From an optimization exercise on the open Yosys and OpenROAD flow, aimed at small area, a short achievable clock period and few clock cycles per item; shortcuts taken in it are not production practice.
In this exercise RTL edits were held to simulation tests only and were not proved equivalent to the original.
No activity file was given, so power comes from the tool's default toggle rates.

===== design/flow/constraint.sdc =====
create_clock -name core_clock -period 7.5 [get_ports {clock}]
set_input_delay 1.5000 -clock core_clock [delete_from_list [all_inputs] [get_ports {clock}]]
set_output_delay 1.5000 -clock core_clock [all_outputs]
set_load 0.01 [all_outputs]

===== design/flow/run.sh =====
#!/bin/bash
# synth_recipe.tcl (not shown) runs the flow's synth.tcl, then flattens the netlist and writes it again
# the make line also repeats each setting of config.mk as NAME=value (left out here)
make -C /OpenROAD-flow-scripts/flow DESIGN_CONFIG=/design/flow/config.mk WORK_HOME=/design/flow/orfs CLKGATE_MAP_FILE= SYNTH_SCRIPT=/design/flow/synth_recipe.tcl finish

===== design/flow/design.v =====
package fss_pkg;
   localparam int BYTE_BITS         = 8;
   localparam int CSR_INDEX_BITS    = 3;
   localparam int CSR_DATA_BITS     = 64;
   localparam int MATCH_BITS        = 6;
   localparam int OFFSET_OUT_BITS   = 32;
   localparam int REG_PATTERN_BYTES = 31;
   localparam int PATTERN_REG_BITS  = 4 * CSR_DATA_BITS;
   localparam logic [MATCH_BITS-1:0] MIN_MATCHES_RESET = 6'd31;
   typedef enum logic [CSR_INDEX_BITS-1:0] {
      CSR_PATTERN_LO    = 3'd0,
      CSR_PATTERN_MID   = 3'd1,
      CSR_PATTERN_UPPER = 3'd2,
      CSR_PATTERN_TOP   = 3'd3,
      CSR_FINAL_BYTE    = 3'd4,
      CSR_MIN_MATCHES   = 3'd5
   } csr_index_type;
   typedef struct packed {
      logic [CSR_DATA_BITS-1:0] pattern_top;
      logic [CSR_DATA_BITS-1:0] pattern_upper;
      logic [CSR_DATA_BITS-1:0] pattern_mid;
      logic [CSR_DATA_BITS-1:0] pattern_lo;
      logic [BYTE_BITS-1:0]     final_byte;
      logic [MATCH_BITS-1:0]    min_matches;
   } cfg_type;
endpackage
import fss_pkg::*;
module fss_match #(
   parameter int PATTERN_LEN = 32
) (
   input  logic [PATTERN_LEN-1:0][fss_pkg::BYTE_BITS-1:0] window,
   input  fss_pkg::cfg_type                               cfg,
   output logic                                           hit
);
   localparam int CNT_BITS = $clog2(PATTERN_LEN + 1);
   localparam int CMP_BITS = (CNT_BITS > MATCH_BITS) ? CNT_BITS : MATCH_BITS;
   logic [PATTERN_REG_BITS-1:0]           pattern_flat;
   logic [PATTERN_LEN-1:0][BYTE_BITS-1:0] pattern;
   logic [PATTERN_LEN-1:0]                equal;
   logic [CNT_BITS-1:0]                   count;
   assign pattern_flat = {cfg.pattern_top, cfg.pattern_upper, cfg.pattern_mid, cfg.pattern_lo};
   for (genvar j = 0; j < PATTERN_LEN; j++) begin : g_pos
      if (j == PATTERN_LEN - 1) begin : g_final
         assign pattern[j] = cfg.final_byte;
      end else if (j < REG_PATTERN_BYTES) begin : g_reg
         assign pattern[j] = pattern_flat[BYTE_BITS*j +: BYTE_BITS];
      end else begin : g_zero
         assign pattern[j] = '0;
      end
      assign equal[j] = (window[j] == pattern[j]);
   end
   assign count = CNT_BITS'($countones(equal));
   assign hit   = (CMP_BITS'(count) >= CMP_BITS'(cfg.min_matches));
endmodule
import fss_pkg::*;
module fuzzy_signature_scanner #(
   parameter int PATTERN_LEN = 32,
   parameter int OFFSET_BITS = 32
) (
   input  logic                      clock,
   input  logic                      reset,
   input  logic                      req_valid,
   output logic                      req_ready,
   input  logic [7:0]                req_data_byte,
   input  logic                      req_end_of_region,
   output logic                      rsp_valid,
   input  logic                      rsp_ready,
   output logic                      rsp_found,
   output logic [31:0]               rsp_hit_offset,
   input  logic                      csr_wr_en,
   input  logic [2:0]                csr_index,
   input  logic [63:0]               csr_wdata
);
   localparam int WIDE_BITS = (OFFSET_BITS > OFFSET_OUT_BITS) ? OFFSET_BITS : OFFSET_OUT_BITS;
   fss_pkg::cfg_type cfg_ff;
   logic [PATTERN_LEN-1:0][BYTE_BITS-1:0] win_ff, win_in;
   logic [OFFSET_BITS-1:0]                seen_ff, seen_in, seen_base;
   logic                                  stage_valid_ff, stage_valid_in;
   logic                                  region_end_ff, region_end_in;
   logic                                  hit_ff, hit_in;
   logic                                  rsp_valid_ff, rsp_valid_in;
   logic                                  rsp_found_ff, rsp_found_in;
   logic [OFFSET_OUT_BITS-1:0]            rsp_offset_ff, rsp_offset_in;
   logic                   accept, out_free, advance, full, window_hit, hit_now, emit;
   logic [OFFSET_BITS-1:0] offset_diff;
   logic [WIDE_BITS-1:0]   offset_wide;
   always_ff @(posedge clock) begin
      if (reset) begin
         cfg_ff.pattern_lo    <= '0;
         cfg_ff.pattern_mid   <= '0;
         cfg_ff.pattern_upper <= '0;
         cfg_ff.pattern_top   <= '0;
         cfg_ff.final_byte    <= '0;
         cfg_ff.min_matches   <= MIN_MATCHES_RESET;
      end else if (csr_wr_en) begin
         unique case (csr_index)
            CSR_PATTERN_LO:    cfg_ff.pattern_lo    <= csr_wdata;
            CSR_PATTERN_MID:   cfg_ff.pattern_mid   <= csr_wdata;
            CSR_PATTERN_UPPER: cfg_ff.pattern_upper <= csr_wdata;
            CSR_PATTERN_TOP:   cfg_ff.pattern_top   <= csr_wdata;
            CSR_FINAL_BYTE:    cfg_ff.final_byte    <= csr_wdata[BYTE_BITS-1:0];
            CSR_MIN_MATCHES:   cfg_ff.min_matches   <= csr_wdata[MATCH_BITS-1:0];
            default: ;
         endcase
      end
   end
   fss_match #(
      .PATTERN_LEN(PATTERN_LEN)
   ) u_match (
      .window(win_ff),
      .cfg   (cfg_ff),
      .hit   (window_hit)
   );
   assign out_free        = !rsp_valid_ff || rsp_ready;
   assign advance         = stage_valid_ff && out_free;
   assign req_ready       = !stage_valid_ff || out_free;
   assign accept          = req_valid && req_ready;
   always_comb begin
      seen_base      = region_end_ff ? '0 : seen_ff;
      seen_in        = (&seen_base) ? seen_base : seen_base + 1'b1;
      win_in         = {req_data_byte, win_ff[PATTERN_LEN-1:1]};
      region_end_in  = accept ? req_end_of_region : region_end_ff;
      stage_valid_in = accept ? 1'b1 : (advance ? 1'b0 : stage_valid_ff);
      full        = (seen_ff >= OFFSET_BITS'(PATTERN_LEN));
      hit_now     = full && window_hit && !hit_ff;
      emit        = advance && !hit_ff && (hit_now || region_end_ff);
      hit_in      = advance ? (!region_end_ff && (hit_ff || hit_now)) : hit_ff;
      offset_diff = seen_ff - OFFSET_BITS'(PATTERN_LEN);
      offset_wide = WIDE_BITS'(offset_diff);
      rsp_valid_in  = emit ? 1'b1 : (rsp_ready ? 1'b0 : rsp_valid_ff);
      rsp_found_in  = emit ? hit_now : rsp_found_ff;
      rsp_offset_in = emit ? (hit_now ? offset_wide[OFFSET_OUT_BITS-1:0] : '0) : rsp_offset_ff;
   end
   always_ff @(posedge clock) begin
      if (reset) begin
         stage_valid_ff <= 1'b0;
         region_end_ff  <= 1'b1;
         hit_ff         <= 1'b0;
         rsp_valid_ff   <= 1'b0;
      end else begin
         stage_valid_ff <= stage_valid_in;
         region_end_ff  <= region_end_in;
         hit_ff         <= hit_in;
         rsp_valid_ff   <= rsp_valid_in;
      end
   end
   always_ff @(posedge clock) begin
      if (accept) begin
         win_ff  <= win_in;
         seen_ff <= seen_in;
      end
      rsp_found_ff  <= rsp_found_in;
      rsp_offset_ff <= rsp_offset_in;
   end
   assign rsp_valid      = rsp_valid_ff;
   assign rsp_found      = rsp_found_ff;
   assign rsp_hit_offset = rsp_offset_ff;
endmodule

===== design/flow/config.mk =====
export PLATFORM = sky130hd
export DESIGN_NAME = fuzzy_signature_scanner
export DESIGN_NICKNAME = fuzzy_signature_scanner
export VERILOG_FILES = /design/flow/design.v
export SDC_FILE = /design/flow/constraint.sdc
export NUM_CORES = 4
export LEC_CHECK = 0
export CAP_MARGIN = 20
export CORE_MARGIN = 2
export CORE_UTILIZATION = 40
export SLEW_MARGIN = 20

==> results.txt <==
worst register-to-register path, delay by kind of cell, from the launching register on:
family,cells,cell delay (ns)
AO/OA/AOI/OAI,4,0.77
flip-flops,1,0.41
adder cells (fa/ha/maj),9,3.97
AND/OR/NAND/NOR,4,0.81
XOR/XNOR,2,0.29
buffers and inverters,4,0.44
cells by family after synthesis:
group | count (synthesis) | synth area share, %
AND/OR/NAND/NOR | 830 | 15.1
adder cells (fa/ha/maj) | 40 | 2.81
AO/OA/AOI/OAI | 311 | 6.76
flip-flops | 587 | 61.7
XOR/XNOR | 292 | 10.6
buffers and inverters | 163 | 2.74
multiplexers | 6 | 0.274
power by group through the flow:
| stage | registers, uW | logic [uW] | clock network [uW] |
|---|---|---|---|
| final | 3670 | 386 | 3100 |
| after global routing | 3680 | 420 | 3270 |
| after CTS | 3670 | 389 | 3140 |
| after detailed placement | 3740 | 387 | 0 |
| after global placement | 3730 | 382 | 0 |
| after floorplan | 3690 | 226 | 0 |
final cells by class:
type / instances / share of cell area [%]
multi-input combinational: 1479 / 30.8
sequential: 587 / 53.1
inverter: 50 / 0.666
timing repair buffer: 131 / 4.66
clock buffer: 75 / 5.86
tap: 782 / 3.47
clock inverter: 40 / 1.48
cell usage after synthesis (4+ instances only):
| library cell | number | area, sq um |
|---|---|---|
| mux2_2 | 5 | 56.3 |
| xor2_1 | 227 | 1990 |
| dfxtp_1 | 266 | 5330 |
| and2_1 | 4 | 25.0 |
| nand4_1 | 22 | 138 |
| nor4_2 | 5 | 62.6 |
| nand3b_1 | 5 | 37.5 |
| nand2_1 | 578 | 2170 |
| buf_2 | 15 | 75.1 |
| or3_1 | 10 | 62.6 |
| nand3_1 | 15 | 75.1 |
| buf_1 | 6 | 22.5 |
| inv_1 | 50 | 188 |
| nor3_1 | 12 | 60.1 |
| fa_1 | 24 | 480 |
| nor2_1 | 66 | 248 |
| ha_1 | 16 | 200 |
| nand4b_1 | 5 | 43.8 |
| xnor2_1 | 65 | 569 |
| nor3_2 | 4 | 40.0 |
| nor4_1 | 64 | 400 |
| edfxtp_1 | 321 | 9640 |
| or4_1 | 10 | 75.1 |
| a21oi_1 | 277 | 1390 |
| o21ai_0 | 6 | 30.0 |
| nor2b_1 | 10 | 62.6 |
| nand2b_1 | 7 | 43.8 |
| o211ai_1 | 5 | 37.5 |
| o31ai_1 | 8 | 60.1 |
| clkbuf_1 | 86 | 323 |
metal layers:
metal | track usage [%] | vias up | share of wire [%]
met5 | 0 | - | 0.017
met4 | 5.92 | 2 | 2.9
met3 | 3.69 | 115 | 6.2
li1 | - | 7748 | -
met2 | 32.8 | 459 | 47
met1 | 27.8 | 8034 | 44
state kept, by name, summed over array words and instances, names as in the netlist:
name and flops:
rsp_valid_ff 1, region_end_ff 1, rsp_offset_ff 32, cfg_ff 262
win_ff 256, hit_ff 1, rsp_found_ff 1, stage_valid_ff 1
seen_ff 32
repair_timing:
| item | in CTS | in global routing |
|---|---|---|
| hold buffers | 0 | 0 |
| resized for setup | 0 | 2 |
| setup endpoints to repair | 0 | 33 |
metrics by stage:
stage / power, uW / hold slack, ns / cell area, sq um / std cells
floorplan: 3910 / 0.436 / 24300 / 2229
global placement: 4110 / 0.448 / 26100 / 3029
detailed placement: 4120 / 0.457 / 26100 / 3029
CTS: 7200 / 0.443 / 28200 / 3144
global route: 7380 / 0.461 / 28200 / 3144
finish: 7160 / 0.440 / 28200 / 3144
worst max-delay path by stage:
| stage | cells after the start | endpoint | startpoint | slack (ns) |
|---|---|---|---|---|
| floorplan | 22 | rsp_found_ff | win_ff[4] | 0.44 |
| global placement | 23 | rsp_offset_ff[22] | win_ff[76] | 0.40 |
| detailed placement | 23 | rsp_offset_ff[25] | win_ff[76] | 0.32 |
| CTS | 23 | rsp_offset_ff[31] | win_ff[76] | 0.31 |
| global route | 23 | rsp_offset_ff[31] | win_ff[195] | 0.03 |
| finish | 23 | rsp_offset_ff[25] | win_ff[113] | 0.47 |
==> results.txt <==
- Status: timing/DRC/antenna clean
- Grt ovf: 0
- Die X: 250 um
- Largest net degree at the start of global routing: 169
- Critical-path cell list: xor2_1 -> nor4_1 -> nand2_1 -> fa_1 -> fa_1 -> fa_1 -> fa_1 -> fa_1 -> fa_1 -> inv_1 -> ha_1 -> inv_1 -> fa_1 -> inv_1 -> a21o_1 -> a21oi_1 -> xnor2_1 -> ha_1 -> nand3_1 -> o31ai_2 -> nand2_1 -> a211oi_4 -> buf_12
- Peak supply drop: 231 uV
- Initial Util: between 40% and 50%
- R2R setup slack: about 0.47 ns
- Final Hold Fails: 0
- Clock-pin slew on the worst setup and hold paths: about 0.060 ns
- Vias in the first global route: approximately 16,000
- Final period utilization: 93.8%
- Fmax: 142 MHz
- Most frequent cells in the layout: nand2_1 (576), edfxtp_1 (321), a21oi_1 (277), dfxtp_1 (266), xor2_1 (227)
- Vias per cell: around 5.2
- Postcts setup bufs: 0
- Switch share: 23.5%
- Root Buffer: clkbuf_16
- Multi-input gate area: between 8000 and 9000 sq um
- Hold EP: win_ff[165]
- Critical-path maximum fanout: 33
- Layout cells sized above 1: 6.39%
- Drt pass-1 iters: 5
- Distinct cells, synth: between 40 and 50
- TritonCTS Buffers: 61
- Top delay family on crit path: adder cells
- WL/cell: around 20 um
- Core Area: about 60,000 sq um
- Via count: roughly 16,000
- DRT iter0 DRCs: 1,545
- DRC violations left: 0
- Critical Path Most Common Cell: fa_1
- WP data arrival: ~7.4 ns
- Clock tree sinks: 587
- Worst R2R Path Depth: 23
- Clk buf depth: 3
- Synth-to-Final Area Change: 16.3%
- Largest stage delay, worst path: ~0.64 ns
- Final setup viols: 0
- Hpwl dp: about 44,000 um
- Skew final: approximately 0.052 ns
- Place WS: 0.323 ns
- GRT Overall Usage: 20.2%
- Die H: ~250 um
- WL final: 63,900 um
- Worst Tran Pin Value: 1.15 ns
- Final worst slack: roughly 0.47 ns
- Power Internal: ~5500 uW
- Initial antenna violation count: 2
- Final #Nets: 2,431
- Gate Count Post-Synth: 2,229
- Mapped Nets: 2,350
- CP required: 7.84 ns
- Headroom to the max-slew limit: between 20% and 30%
- Sw power: 1680 uW
- Post-route ant nets: 0
- Die area: around 63,000 sq um
- Clk pwr share: 43.3%
- Gpl congestion: between 0.8 and 0.9
- Maxcap violations: 0
- Hold Path Cell Cnt: 0
- Worst Setup Path Type: flop to flop
- HP Class: flop to flop
- Minimum clock period after layout: 7.03 ns
- FF/Latch Area: 15,000 sq um
- Core Util, Final: between 40% and 50%
- Async set-reset flop share out of synthesis: 0%
- Post-Synthesis Mean Instance Area: 10.9 sq um
- R2r endpoint: rsp_offset_ff[25]
- Row Count: 90
- Synth Warn #: 1
- I/O pins: 116
- Setup TNS: 0 ns
- Primary FF master, synth: edfxtp_1
- Commonest non-fill, non-tap cell in the layout: nand2_1
- Crit path max-delay cell type: fa_1
- Worst skew pair latency: about 0.66 ns
- Seq cells post-synth: between 500 and 600
- Worst setup SP type: flop
- Number of synthesized flops with an enable pin: 321
- H-Tree Level Count: 2
- LEAKAGE: approximately 0.010 uW
- Cell Pwr Density: between 200 and 300 nW/um^2
- Antenna Cells: 0
- CTS tree: done
- Mapped cell area: roughly 24,000 sq um
- Input/output buffers: 115
- Slew Limit Fails: 0
- Worst Path Buf+Inv: 4
- Reg-to-reg startpoint: win_ff[113]
- Reg power frac: around half
- Hold Path Origin: win_ff[173]
- First-pass GRT wire length: approximately 96,000 um
- Seq/Total Area, Yosys: about three fifths
- RSZ-0062 raised after global routing: no
- Critical Path Sink Type: flop
- Combinational cell fraction of total power: 5.4%
- Fillers: 5,538
Testbench counts, summed over its fixed seeds: cycles 35,186, bytes 35,180.

static timing again, ports no longer ideal:
Ports are ideal in the flow. The routed layout listed here was re-timed in OpenROAD. Step 1 sets driving cells, clkbuf_16 on the clock port and buf_2 on the other inputs (assumed; they add their load-dependent delay and slew). Step 2 adds t to the input delays and takes it off the output delays; t is the mean of the earliest and latest rising clock arrival at the registers after step 1. Input paths then give back, and output paths get back, about the clock's delay inside the block. Three values: ideal, step 1, step 2; two values: the first two.
t (ns): 0.704
slack for setup (ns): 0.466 / 0.466 / 0.466
worst setup path at the end: register to register
After both steps setup and hold are still met in this run. The setup slack of this run moves by 0.000 ns with the drivers and by 0.000 ns with both steps.
